From an optimization exercise on the open Yosys and OpenROAD flow, aimed at small area, a short achievable clock period and few clock cycles; shortcuts taken in it are not production practice.
At most, simulation tests tie the RTL to the original design; equivalence was not proved.
Power is estimated from default activity; no workload was simulated.

== north ==
// mac_acc_array
module mac_acc_array #(
    parameter int DW    = mac_pkg::MAC_DW,
    parameter int LANES = 8,
    parameter int ACCW  = 2 * DW + 8
) (
    input  logic                  clk,
    input  logic                  rst_n,
    input  logic                  in_valid,
    output logic                  in_ready,
    input  logic [LANES*DW-1:0]   A,
    input  logic [LANES*DW-1:0]   W,
    input  logic                  Asigned,
    input  logic                  Wsigned,
    input  logic                  acc_clr,
    input  logic                  acc_last,
    output logic                  out_valid,
    input  logic                  out_ready,
    output logic [LANES*ACCW-1:0] Q,
    output logic [LANES-1:0]      ovf
);
    logic                take;
    logic                v1;
    logic                v2;
    logic                as1;
    logic                ws1;
    logic                clr1;
    logic                last1;
    logic                last2;
    logic [LANES*DW-1:0] a1;
    logic [LANES*DW-1:0] w1;
    logic                start;
    logic                in_burst;
    assign in_ready = !(v1 && last1) && !(v2 && last2) && (!out_valid || out_ready);
    assign take     = in_valid && in_ready;
    always_ff @(posedge clk or negedge rst_n) begin
        if (!rst_n) begin
            v1        <= 1'b0;
            v2        <= 1'b0;
            start     <= 1'b0;
            in_burst  <= 1'b0;
            out_valid <= 1'b0;
        end else begin
            v1        <= take;
            v2        <= v1;
            start     <= v1 && (clr1 || (v2 ? last2 : !in_burst));
            out_valid <= (v2 && last2) || (out_valid && !out_ready);
            if (v2) begin
                in_burst <= !last2;
            end
        end
    end
    always_ff @(posedge clk) begin
        a1    <= take ? A : '0;
        w1    <= W;
        as1   <= Asigned;
        ws1   <= Wsigned;
        clr1  <= acc_clr;
        last1 <= acc_last;
        last2 <= last1;
    end
    for (genvar i = 0; i < LANES; i++) begin : g_lane
        mac_lane u_lane (
            .clk  (clk),
            .a    (a1[i*DW +: DW]),
            .w    (w1[i*DW +: DW]),
            .a_sgn(as1),
            .w_sgn(ws1),
            .start(start),
            .q    (Q[i*ACCW +: ACCW]),
            .ovf  (ovf[i])
        );
  ...
For scale: about 600 flip-flops, ~340 I/O pins, roughly 0.041 mm² of cells after synthesis.
Settings: LEC_CHECK=0, CAP_MARGIN=20, CORE_MARGIN=2, CORE_UTILIZATION=40, SETUP_SLACK_MARGIN=2.5, SLEW_MARGIN=20; clock period 5.6 ns.
run.sh (not shown) runs the stock make flow with config.mk's settings and CLKGATE_MAP_FILE= SYNTH_SCRIPT=/design/flow/synth_recipe.tcl, a recipe that flattens the netlist after the stock synthesis.
Testbench counts of north, summed over its fixed seeds: cycles 33,535.
> inputs changed (north -> south)
Settings: SETUP_SLACK_MARGIN no longer set, was 2.5.
--- outcome ---
Summary: shortest period the worst path allows, south worse than north. Fraction of power consumed by combinational cells in south is 9.1 points below north. Diff north -> south | summed area of non-filler cells in the final layout | decrease of 11%. | sequential share of layout area | lower: north |. Critical path depth: south and north compared, lower one is south. Taking north as the reference, in south worst setup slack fell 0.51 ns; number of signal-net buffers in the layout went down 289; met1 routing resource usage after global routing lower; peak supply drop dropped 91 µV.

== the baseline ==
Another version of the RTL of mac_acc_array (not shown whole).
For scale: ~3900 cells after synthesis, roughly 340 I/O pins, roughly 0.033 mm² of cells after synthesis.
Settings: LEC_CHECK=0, ABC_AREA=1, CAP_MARGIN=20, CORE_MARGIN=2, CORE_UTILIZATION=40, SETUP_SLACK_MARGIN=2.0, SLEW_MARGIN=20; clock period 5.6 ns.
standard.sh (not shown) runs the stock make flow with config.mk's settings and CLKGATE_MAP_FILE= SYNTH_SCRIPT=/design/flow/synth_recipe.tcl, a recipe that flattens the netlist after the stock synthesis.
==> flow/flow/run.sh <==
#!/bin/bash
# Own layout flow: the standard flow with two changes.
#  1. After the standard synthesis, full-adder cells are rewired to their
#     complemented inputs/outputs where that removes inverters
#     (fa_polarity.py; same logic function, same registers).
#  2. Ports are buffered with a small buffer instead of the default delay cell.
# Each tool's output goes to a log file of its own in the work folder.
set -euo pipefail
W=$(pwd)
R=$W/orfs/results/$FLOW_PLATFORM/mac_acc_array/base
bash standard.sh "$R/1_2_yosys.v" > "$W/flow_synth.log" 2>&1
cp "$R/1_2_yosys.v" "$W/1_2_yosys.standard.v"
python3 "$W/flow/fa_polarity.py" "$W/1_2_yosys.standard.v" "$R/1_2_yosys.v" > "$W/flow_fa_polarity.log" 2>&1
touch "$R/1_2_yosys.v" "$R/1_2_yosys.sdc"
BUFFER_PORTS_ARGS="-buffer_cell ${PORT_BUFFER:-sky130_fd_sc_hd__buf_1}" \
  bash standard.sh finish > "$W/flow_layout.log" 2>&1
Other scripts of this flow, unchanged in this note and not shown: flow/flow/fa_polarity.py
Testbench counts of the baseline, summed over its fixed seeds: cycles 32,255.
Input-level comparison between the candidate and the baseline:
- SETUP_SLACK_MARGIN changed from 2.0 to 2.1
- ABC_AREA removed (was 1)
Results
- The higher worst hold slack after final layout of the baseline and the candidate is in the baseline.
- Part of the power in the clock network essentially unchanged between the candidate and the baseline.
- [compare] base=the baseline new=the candidate: worst path setup slack after routing now sits higher; post-detailed-routing wire length dropped 5.0%; sequential share of layout area barely changed.

Another version of the RTL of mac_acc_array (not shown whole).
Size: roughly 3800 cells after synthesis, roughly 37000 sq um of cells after synthesis.
// mac_acc_array
module mac_acc_array #(
    parameter int DW    = mac_pkg::MAC_DW,
    parameter int LANES = 8,
    parameter int ACCW  = 2 * DW + 8
) (
    input  logic                  clk,
    input  logic                  rst_n,
    input  logic                  in_valid,
    output logic                  in_ready,
    input  logic [LANES*DW-1:0]   A,
    input  logic [LANES*DW-1:0]   W,
    input  logic                  Asigned,
    input  logic                  Wsigned,
    input  logic                  acc_clr,
    input  logic                  acc_last,
    output logic                  out_valid,
    input  logic                  out_ready,
    output logic [LANES*ACCW-1:0] Q,
    output logic [LANES-1:0]      ovf
);
clock: 5.6 ns
lec_check: 0
cap_margin: 20
core_margin: 2
core_utilization: 60
place_density: 0.75
setup_slack_margin: 2.0
slew_margin: 20
Scripts as last shown in full above: flow/flow/run.sh
Other scripts of this flow, unchanged in this note and not shown: flow/flow/fa_polarity.py
The starting point passed the timing, design-rule and antenna checks.
Next try:
CORE_UTILIZATION = 40   (was 60)
CTS_CLUSTER_DIAMETER = 100   (was not set)
CTS_CLUSTER_SIZE = 30   (was not set)
PLACE_DENSITY = not set   (was 0.75)
Outcome:
- The changed run finished clean
- critical path depth is unchanged
- clock-buffer cell count fell by 46
- total power fell by about 4.4%
Next try:
CTS_CLUSTER_DIAMETER = not set   (was 100)
CTS_CLUSTER_SIZE = not set   (was 30)
The changed run finished clean.
Total power is higher by 7.1%.
Sequential share of layout area goes down by 0.47 points.
Routed wire length went up by 0.91%.
Final area came out higher by 2.1%.
Worst setup slack loses 49 ps.
Sequential cell count does not change.
Combinational power stays flat.
Final cell count climbs by 0.97%.
Synthesized area stays the same.
Utilization rises by 0.95 points.
Clock-buffer cell count is higher by 54.
Next try:
CTS_CLUSTER_DIAMETER = 60   (was not set)
CTS_CLUSTER_SIZE = 20   (was not set)
After rerunning:
- flip-flop and latch count is unchanged
- synthesized cell count is unchanged
- global-route usage barely changes
- synthesized area does not change
- critical path depth stays the same
- hold slack got worse by 21 ps
Function was not checked in any run of this note: the RTL went through the layout flow alone.

Another version of the RTL of mac_acc_array (not shown whole).
Size: roughly 340 I/O pins.
clock: 5.6 ns
lec_check: 0
cap_margin: 20
core_margin: 2
core_utilization: 40
slew_margin: 20
Scripts as last shown in full above: flow/flow/run.sh
Other scripts of this flow, unchanged in this note and not shown: flow/flow/fa_polarity.py
Testbench counts at the start, summed over its fixed seeds: cycles 32,255.
Edit:
- SETUP_SLACK_MARGIN: not set -> 2.0
Outcome: Clock power fell by 8.2%. Final cell count goes up by 0.41%. Wire length increases by 1.4%. Combinational power is higher by about 4%. Worst setup slack is better by 640 ps. Power goes up by 0.49%. Cell area came out higher by 0.93%.

RTL: one of the versions met above, not the one the previous note started from.
Size in the first run: ~3900 cells after synthesis, roughly 340 I/O pins.
==> flow/config.mk <==
export PLATFORM = sky130hd
export DESIGN_NAME = mac_acc_array
export DESIGN_NICKNAME = mac_acc_array
export VERILOG_FILES = /design/flow/design.v
export SDC_FILE = /design/flow/constraint.sdc
export NUM_CORES = 4
export LEC_CHECK = 0
export ABC_AREA = 1
export CAP_MARGIN = 20
export CORE_MARGIN = 2
export CORE_UTILIZATION = 40
export SETUP_SLACK_MARGIN = 2.5
export SLEW_MARGIN = 20
==> flow/constraint.sdc <==
create_clock -name core_clock -period 5.6 [get_ports {clk}]
set_input_delay 1.1200 -clock core_clock [delete_from_list [all_inputs] [get_ports {clk}]]
set_output_delay 1.1200 -clock core_clock [all_outputs]
set_load 0.01 [all_outputs]
Scripts as last shown in full above: flow/flow/run.sh
Other scripts of this flow, unchanged in this note and not shown: flow/flow/fa_polarity.py
Testbench counts at the start, summed over its fixed seeds: cycles 32,255.
==> next run, changes <==
--- a/flow/config.mk
+++ b/flow/config.mk
@@ -8 +7,0 @@
-export ABC_AREA = 1
@@ -12 +11 @@
-export SETUP_SLACK_MARGIN = 2.5
+export SETUP_SLACK_MARGIN = 2.2
=>
- The new run passed the timing, design-rule and antenna checks
- die area goes down by 2.6%
- routed wire length drops by 5.0%
- worst setup slack gets worse by 0.31 ns
- final area fell by 0.99%
- flip-flop and latch count is unchanged
- synthesized cell count shrinks by 17%
- sequential share of layout area came out higher by 0.22 points
- area after synthesis is lower by 2.6%

== wip/xenon ==
mac_acc_array again, from the RTL that the note above started with.
Design mac_acc_array, start of the top module:
module mac_acc_array #(
    parameter int DW    = mac_pkg::MAC_DW,
    parameter int LANES = 8,
    parameter int ACCW  = 2 * DW + 8
) (
    input  logic                  clk,
    input  logic                  rst_n,
    input  logic                  in_valid,
    output logic                  in_ready,
    input  logic [LANES*DW-1:0]   A,
    input  logic [LANES*DW-1:0]   W,
    input  logic                  Asigned,
    input  logic                  Wsigned,
    input  logic                  acc_clr,
    input  logic                  acc_last,
    output logic                  out_valid,
    input  logic                  out_ready,
    output logic [LANES*ACCW-1:0] Q,
    output logic [LANES-1:0]      ovf
);
clock: 5.6 ns
lec_check: 0
abc_area: 1
cap_margin: 20
core_margin: 2
core_utilization: 50
cts_cluster_diameter: 80
cts_cluster_size: 25
setup_slack_margin: 2.6
slew_margin: 20
Scripts as last shown in full above: flow/flow/run.sh
Other scripts of this flow, unchanged in this note and not shown: flow/flow/fa_polarity.py
wip/xenon ended with every stage complete and zero timing, DRC or antenna violations.
Testbench counts of wip/xenon, summed over its fixed seeds: cycles 32,255.
The inputs of wip/maple differ from those of wip/xenon as listed below.
diff --git a/flow/config.mk b/flow/config.mk
--- a/flow/config.mk
+++ b/flow/config.mk
@@ -11 +11 @@
-export CORE_UTILIZATION = 50
+export CORE_UTILIZATION = 40
@@ -14 +14 @@
-export SETUP_SLACK_MARGIN = 2.6
+export SETUP_SLACK_MARGIN = 2.7
[summary]
- On total chip power, wip/maple and wip/xenon are neck and neck.
- wip/maple vs. wip/xenon: overall routing resource usage has decreased; average detailed-routed wire length per instance went up by about 2%.
diff inputs: wip/maple => wip/sierra
diff --git a/flow/config.mk b/flow/config.mk
--- a/flow/config.mk
+++ b/flow/config.mk
@@ -12,3 +12 @@
-export CTS_CLUSTER_DIAMETER = 80
-export CTS_CLUSTER_SIZE = 25
-export SETUP_SLACK_MARGIN = 2.7
+export SETUP_SLACK_MARGIN = 2.2
### Flow results
- The flow did not stop early for wip/sierra: all stages ran, and the layout cleared the timing, design-rule and antenna checks.
- Delta (wip/sierra minus wip/maple): first-pass GRT wire length dropped about 1.4%; non-clock buffer count fell 43; cell area now smaller; count of clock buffers in the final design went up by about 130%; fraction of met3 tracks used by global routing now smaller.
- wip/maple has lower deepest level of the CTS H-tree than wip/sierra.
- On cell count, wip/sierra and wip/maple are neck and neck.
- On sum of buffers and inverters on the critical path, wip/sierra and wip/maple are neck and neck.
What wip/fjord does differently from wip/sierra at the input level:
diff --git a/flow/config.mk b/flow/config.mk
--- a/flow/config.mk
+++ b/flow/config.mk
@@ -12 +12 @@
-export SETUP_SLACK_MARGIN = 2.2
+export SETUP_SLACK_MARGIN = 2.8
--- outcome ---
Run comparison: wip/fjord timing endpoint of the critical path g_lane[3].u_lane.rows_q[17]$_SDFF_PN0_; wip/sierra timing endpoint of the critical path g_lane[2].u_lane.rows_q[17]$_SDFF_PN0_. The run showing the smaller largest driver fanout on the critical path is wip/fjord. On static power due to leakage: wip/fjord sits above wip/sierra. Setup WNS wip/sierra -> wip/fjord: better. The lower synthesis-to-layout area growth came out of wip/sierra.
Modified inputs, wip/zinc compared to wip/fjord
diff --git a/flow/config.mk b/flow/config.mk
--- a/flow/config.mk
+++ b/flow/config.mk
@@ -8 +7,0 @@
-export ABC_AREA = 1
@@ -12 +11 @@
-export SETUP_SLACK_MARGIN = 2.8
+export SETUP_SLACK_MARGIN = 2.3
[summary]
- Run comparison: wip/fjord slowest cell on the critical path sky130_fd_sc_hd__fa_2; wip/zinc slowest cell on the critical path sky130_fd_sc_hd__fa_1
- The final reports for wip/zinc and wip/fjord show power lower in the former.
- Wire length reported by the detailed router, wip/zinc vs wip/fjord: down by a few percent
- wip/fjord reports its start point of the critical path as Wsigned while wip/zinc reports g_lane[5].u_lane.rows_q[3]$_SDFF_PN0_.
- Between wip/fjord and wip/zinc, initial antenna violation count increased.
- Power share of the clock group in wip/zinc is 0.7 points above wip/fjord.

-- static timing again, ports no longer ideal --
The flow's constraints put no driver on any port. The routed layouts listed below were extracted and timed again, unchanged, in two steps.
Step 1 sets driving cells, clkbuf_16 on the clock port and buf_2 on the other inputs (assumed; they add their load-dependent delay and slew).
Step 2 also shifts input and output timing later by t, the mid clock arrival at the registers, as if the neighbouring blocks saw the same clock.
a / b / c = no drivers / after step 1 / after step 2; a / b = the first two.
run	t (ns)	setup WS [ns]	clock arrival spread, ns	cell pins on the clock port's net
north	0.714	0.899 / 0.899 / 0.899	0.035 / 0.035	1
south	0.699	0.388 / 0.388 / 0.388	0.035 / 0.036	1
the baseline	0.658	2.098 / 2.124 / 1.466	0.044 / 0.044	1
the candidate	0.657	2.221 / 2.206 / 1.550	0.023 / 0.023	1
the first run of note 3	0.656	2.002 / 2.002 / 1.507	0.017 / 0.018	1
the second run of note 3	0.716	2.052 / 2.052 / 1.365	0.037 / 0.037	1
the third run of note 3	0.716	2.002 / 2.002 / 1.349	0.031 / 0.032	1
the fourth run of note 3	0.725	2.059 / 2.059 / 1.360	0.030 / 0.030	1
the first run of note 4	0.706	1.469 / 1.469 / 1.323	0.021 / 0.021	1
the second run of note 4	0.702	2.108 / 2.108 / 1.451	0.029 / 0.029	1
the first run of note 5	0.663	2.561 / 2.451 / 1.787	0.029 / 0.029	1
the second run of note 5	0.657	2.254 / 2.254 / 1.628	0.030 / 0.029	1
wip/xenon	0.632	2.510 / 2.528 / 1.896	0.024 / 0.024	1
wip/maple	0.676	2.588 / 2.535 / 1.859	0.025 / 0.025	1
wip/sierra	0.679	2.278 / 2.299 / 1.620	0.028 / 0.028	1
wip/fjord	0.669	2.564 / 2.569 / 1.900	0.023 / 0.023	1
wip/zinc	0.674	2.257 / 2.257 / 1.615	0.020 / 0.020	1
After both steps setup and hold are still met in every run listed. For the first run of note 5, which loses most, drivers alone change the setup slack by -0.110 ns; drivers and shift together by -0.774 ns.
